Source: an optimization exercise on an open RTL-to-GDS flow (aim: small area, a short achievable clock period and few clock cycles per item). Production flows keep margins and buffers that such runs may drop.
RTL that was checked went through simulation tests only; none was proved equivalent to the original.
No activity file was given, so power comes from the tool's default toggle rates.

==> flow/design.v <==
package mfs_pkg;
    localparam int QUEUE_DEPTH = 16;
    localparam int CNT_W       = $clog2(QUEUE_DEPTH + 1);
    localparam int REQ_W       = 2;
    localparam int SRC_W       = 16;
    localparam int MSG_W       = 32;
    localparam int PRI_W       = 8;
    localparam int OCC_W       = 5;
    localparam int ENT_W       = SRC_W + MSG_W + PRI_W;
    localparam logic [REQ_W-1:0] REQ_ENQUEUE = 2'd0;
    localparam logic [REQ_W-1:0] REQ_DEQUEUE = 2'd1;
    localparam logic [REQ_W-1:0] REQ_SEARCH  = 2'd2;
    localparam logic [REQ_W-1:0] REQ_CLEAR   = 2'd3;
endpackage
module mfs_store (
    input  logic                                  i_clk,
    input  logic                                  i_shift,
    input  logic [mfs_pkg::ENT_W-1:0]             i_wr_entry,
    input  logic [mfs_pkg::MSG_W-1:0]             i_key,
    output logic [mfs_pkg::QUEUE_DEPTH-1:0]       o_hit,
    output logic [mfs_pkg::QUEUE_DEPTH*mfs_pkg::ENT_W-1:0] o_slots
);
    logic [mfs_pkg::ENT_W-1:0] r_mem [0:mfs_pkg::QUEUE_DEPTH-1];
    always_ff @(posedge i_clk) begin
        if (i_shift) begin
            r_mem[0] <= i_wr_entry;
            for (int i = 1; i < mfs_pkg::QUEUE_DEPTH; i++)
                r_mem[i] <= r_mem[i-1];
        end
    end
    always_comb begin
        for (int i = 0; i < mfs_pkg::QUEUE_DEPTH; i++) begin
            o_slots[i*mfs_pkg::ENT_W +: mfs_pkg::ENT_W] = r_mem[i];
            o_hit[i]  = (r_mem[i][mfs_pkg::PRI_W +: mfs_pkg::MSG_W] == i_key);
        end
    end
endmodule
module mfs_ctrl (
    input  logic [mfs_pkg::QUEUE_DEPTH-1:0]       i_pick,
    input  logic [mfs_pkg::QUEUE_DEPTH*mfs_pkg::ENT_W-1:0] i_slots,
    output logic                                  o_found,
    output logic [mfs_pkg::ENT_W-1:0]             o_entry
);
    logic [mfs_pkg::QUEUE_DEPTH-1:0] above;
    logic [mfs_pkg::QUEUE_DEPTH-1:0] sel;
    always_comb begin
        above[mfs_pkg::QUEUE_DEPTH-1] = 1'b0;
        for (int i = mfs_pkg::QUEUE_DEPTH - 2; i >= 0; i--)
            above[i] = above[i+1] | i_pick[i+1];
        sel     = i_pick & ~above;
        o_found = |i_pick;
        o_entry = '0;
        for (int i = 0; i < mfs_pkg::QUEUE_DEPTH; i++)
            o_entry = o_entry | ({mfs_pkg::ENT_W{sel[i]}} & i_slots[i*mfs_pkg::ENT_W +: mfs_pkg::ENT_W]);
    end
endmodule
module message_fifo_with_search_unit (
    input  logic       i_clk,
    input  logic       i_rst_n,
    input  logic                             i_req_valid,
    output logic                             o_req_ready,
    input  logic        [mfs_pkg::REQ_W-1:0] i_req_type,
    input  logic        [mfs_pkg::SRC_W-1:0] i_req_source,
    input  logic signed [mfs_pkg::MSG_W-1:0] i_req_message,
    input  logic        [mfs_pkg::PRI_W-1:0] i_req_priority,
    output logic                             o_rsp_valid,
    input  logic                             i_rsp_ready,
    output logic                             o_rsp_ok,
    output logic        [mfs_pkg::SRC_W-1:0] o_rsp_source,
    output logic signed [mfs_pkg::MSG_W-1:0] o_rsp_message,
    output logic        [mfs_pkg::PRI_W-1:0] o_rsp_priority,
    output logic        [mfs_pkg::OCC_W-1:0] o_rsp_occupancy
);
    localparam int D = mfs_pkg::QUEUE_DEPTH;
    logic [D-1:0]               r_valid;     
    logic [mfs_pkg::CNT_W-1:0]  r_count;
    logic                       r_b_valid;
    logic                       r_b_ok;      
    logic [D-1:0]               r_b_pick;
    logic                       r_out_valid;
    logic                       r_out_ok;
    logic [mfs_pkg::ENT_W-1:0]  r_out_entry;
    logic [mfs_pkg::OCC_W-1:0]  r_out_occ;
    logic                       accept;
    logic                       full;
    logic                       empty;
    logic                       is_enq, is_deq, is_srch, is_clr;
    logic                       shift;
    logic [D-1:0]               hit;
    logic [D-1:0]               front;
    logic [D*mfs_pkg::ENT_W-1:0] slots;
    logic                       found;
    logic [mfs_pkg::ENT_W-1:0]  entry;
    logic                       b_move;
    assign full    = r_valid[D-1];
    assign empty   = !r_valid[0];
    assign is_enq  = (i_req_type == mfs_pkg::REQ_ENQUEUE);
    assign is_deq  = (i_req_type == mfs_pkg::REQ_DEQUEUE);
    assign is_srch = (i_req_type == mfs_pkg::REQ_SEARCH);
    assign is_clr  = (i_req_type == mfs_pkg::REQ_CLEAR);
    assign b_move      = !r_out_valid || i_rsp_ready;
    assign o_req_ready = !r_b_valid || b_move;
    assign accept      = i_req_valid && o_req_ready;
    assign shift       = accept && is_enq && !full;
    assign front = r_valid & ~{1'b0, r_valid[D-1:1]};
    mfs_store u_store (
        .i_clk      (i_clk),
        .i_shift    (shift),
        .i_wr_entry ({i_req_source, i_req_message, i_req_priority}),
        .i_key      (i_req_message),
        .o_hit      (hit),
        .o_slots    (slots)
    );
    mfs_ctrl u_pick (
        .i_pick  (r_b_pick),
        .i_slots (slots),
        .o_found (found),
        .o_entry (entry)
    );
    always_ff @(posedge i_clk) begin
        if (!i_rst_n) begin
            r_valid   <= '0;
            r_count   <= '0;
            r_b_valid <= 1'b0;
        end else begin
            if (accept) begin
                r_b_valid <= 1'b1;
                if (is_enq && !full) begin
                    r_valid <= {r_valid[D-2:0], 1'b1};
                    r_count <= r_count + 1'b1;
                end else if (is_deq && !empty) begin
                    r_valid <= {1'b0, r_valid[D-1:1]};
                    r_count <= r_count - 1'b1;
                end else if (is_clr) begin
                    r_valid <= '0;
                    r_count <= '0;
                end
            end else if (b_move) begin
                r_b_valid <= 1'b0;
            end
        end
    end
    always_ff @(posedge i_clk) begin
        if (accept) begin
            r_b_ok   <= (is_enq && !full) || is_clr;
            r_b_pick <= is_deq ? front : (is_srch ? (hit & r_valid) : '0);
        end
    end
    always_ff @(posedge i_clk) begin
        if (!i_rst_n) begin
            r_out_valid <= 1'b0;
        end else if (r_b_valid && b_move) begin
            r_out_valid <= 1'b1;
        end else if (i_rsp_ready) begin
            r_out_valid <= 1'b0;
        end
    end
    always_ff @(posedge i_clk) begin
        if (r_b_valid && b_move) begin
            r_out_ok    <= r_b_ok || found;
            r_out_entry <= entry;
            r_out_occ   <= r_count;
        end
    end
    assign o_rsp_valid     = r_out_valid;
    assign o_rsp_ok        = r_out_ok;
    assign o_rsp_source    = r_out_entry[mfs_pkg::PRI_W + mfs_pkg::MSG_W +: mfs_pkg::SRC_W];
    assign o_rsp_message   = r_out_entry[mfs_pkg::PRI_W +: mfs_pkg::MSG_W];
    assign o_rsp_priority  = r_out_entry[0 +: mfs_pkg::PRI_W];
    assign o_rsp_occupancy = r_out_occ;
endmodule
==> flow/config.mk <==
export PLATFORM = sky130hd
export DESIGN_NAME = message_fifo_with_search_unit
export DESIGN_NICKNAME = message_fifo_with_search_unit
export VERILOG_FILES = /design/flow/design.v
export SDC_FILE = /design/flow/constraint.sdc
export NUM_CORES = 4
export LEC_CHECK = 0
export CAP_MARGIN = 20
export CORE_MARGIN = 2
export CORE_UTILIZATION = 40
export SETUP_SLACK_MARGIN = 2.5
export SLEW_MARGIN = 20
==> flow/constraint.sdc <==
create_clock -name core_clock -period 5.0 [get_ports {i_clk}]
set_input_delay 1.0000 -clock core_clock [delete_from_list [all_inputs] [get_ports {i_clk}]]
set_output_delay 1.0000 -clock core_clock [all_outputs]
set_load 0.01 [all_outputs]
run.sh (not shown) runs the stock make flow with config.mk's settings and CLKGATE_MAP_FILE= SYNTH_SCRIPT=/design/flow/synth_recipe.tcl, a recipe that flattens the netlist after the stock synthesis.
The starting point completed with no timing, DRC or antenna violations.
Testbench counts at the start, summed over its fixed seeds: cycles 24,016, items 24,000.
Then changed:
--- a/flow/design.v
+++ b/flow/design.v
@@ -41,17 +41,11 @@
     output logic                                  o_found,
     output logic [mfs_pkg::ENT_W-1:0]             o_entry
 );
-    logic [mfs_pkg::QUEUE_DEPTH-1:0] above;
-    logic [mfs_pkg::QUEUE_DEPTH-1:0] sel;
     always_comb begin
-        above[mfs_pkg::QUEUE_DEPTH-1] = 1'b0;
-        for (int i = mfs_pkg::QUEUE_DEPTH - 2; i >= 0; i--)
-            above[i] = above[i+1] | i_pick[i+1];
-        sel     = i_pick & ~above;
         o_found = |i_pick;
         o_entry = '0;
         for (int i = 0; i < mfs_pkg::QUEUE_DEPTH; i++)
-            o_entry = o_entry | ({mfs_pkg::ENT_W{sel[i]}} & i_slots[i*mfs_pkg::ENT_W +: mfs_pkg::ENT_W]);
+            o_entry = o_entry | ({mfs_pkg::ENT_W{i_pick[i]}} & i_slots[i*mfs_pkg::ENT_W +: mfs_pkg::ENT_W]);
     end
 endmodule
 module message_fifo_with_search_unit (
@@ -88,6 +82,9 @@
     logic                       shift;
     logic [D-1:0]               hit;
     logic [D-1:0]               front;
+    logic [D-1:0]               cand;
+    logic [D-1:0]               above;
+    logic [D-1:0]               first;
     logic [D*mfs_pkg::ENT_W-1:0] slots;
     logic                       found;
     logic [mfs_pkg::ENT_W-1:0]  entry;
@@ -103,6 +100,13 @@
     assign accept      = i_req_valid && o_req_ready;
     assign shift       = accept && is_enq && !full;
     assign front = r_valid & ~{1'b0, r_valid[D-1:1]};
+    always_comb begin
+        cand = hit & r_valid;
+        above[D-1] = 1'b0;
+        for (int i = D - 2; i >= 0; i--)
+            above[i] = above[i+1] | cand[i+1];
+        first = cand & ~above;
+    end
     mfs_store u_store (
         .i_clk      (i_clk),
         .i_shift    (shift),
@@ -143,7 +147,7 @@
     always_ff @(posedge i_clk) begin
         if (accept) begin
             r_b_ok   <= (is_enq && !full) || is_clr;
-            r_b_pick <= is_deq ? front : (is_srch ? (hit & r_valid) : '0);
+            r_b_pick <= is_deq ? front : (is_srch ? first : '0);
         end
     end
     always_ff @(posedge i_clk) begin
Outcome:
- routed wire length rises by 7.7%
- global-route usage climbs by 3.3 points
- final cell count drops by 7.5%
- total power grows by 1.1%
- combinational power goes up by about 3%
- via count is lower by 3.9%
- clock power came out higher by about 2%
- worst setup slack loses 190 ps
- cell area is lower by 0.30%
- core utilization is higher by 1.5 points
- sequential power barely changes
No functional check of the RTL was part of the second run of this note.

-- what the ideal ports hide --
Ports are ideal in the flow. The routed layouts listed here were re-timed in OpenROAD. Step 1, drivers: a clkbuf_16 drives i_clk and a buf_2 each remaining input, both assumed. Step 2 times the ports against the registers' clock, not the clock port: input delays grow and output delays shrink by t, the midpoint of the rising clock arrivals with the driver on. a / b / c = no drivers / after step 1 / after step 2; a / b = the first two.
run	shift t [ns]	setup slack, ns	worst slew at a driven data input, ns	cell pins on the clock port's net
the first run	0.764	2.493 / 2.485 / 1.788	0.07	1
the second run	0.758	2.307 / 2.311 / 1.553	0.12	1
After both steps setup and hold are still met in every run listed. For the second run, which loses most, drivers alone change the setup slack by +0.004 ns; drivers and shift together by -0.754 ns.
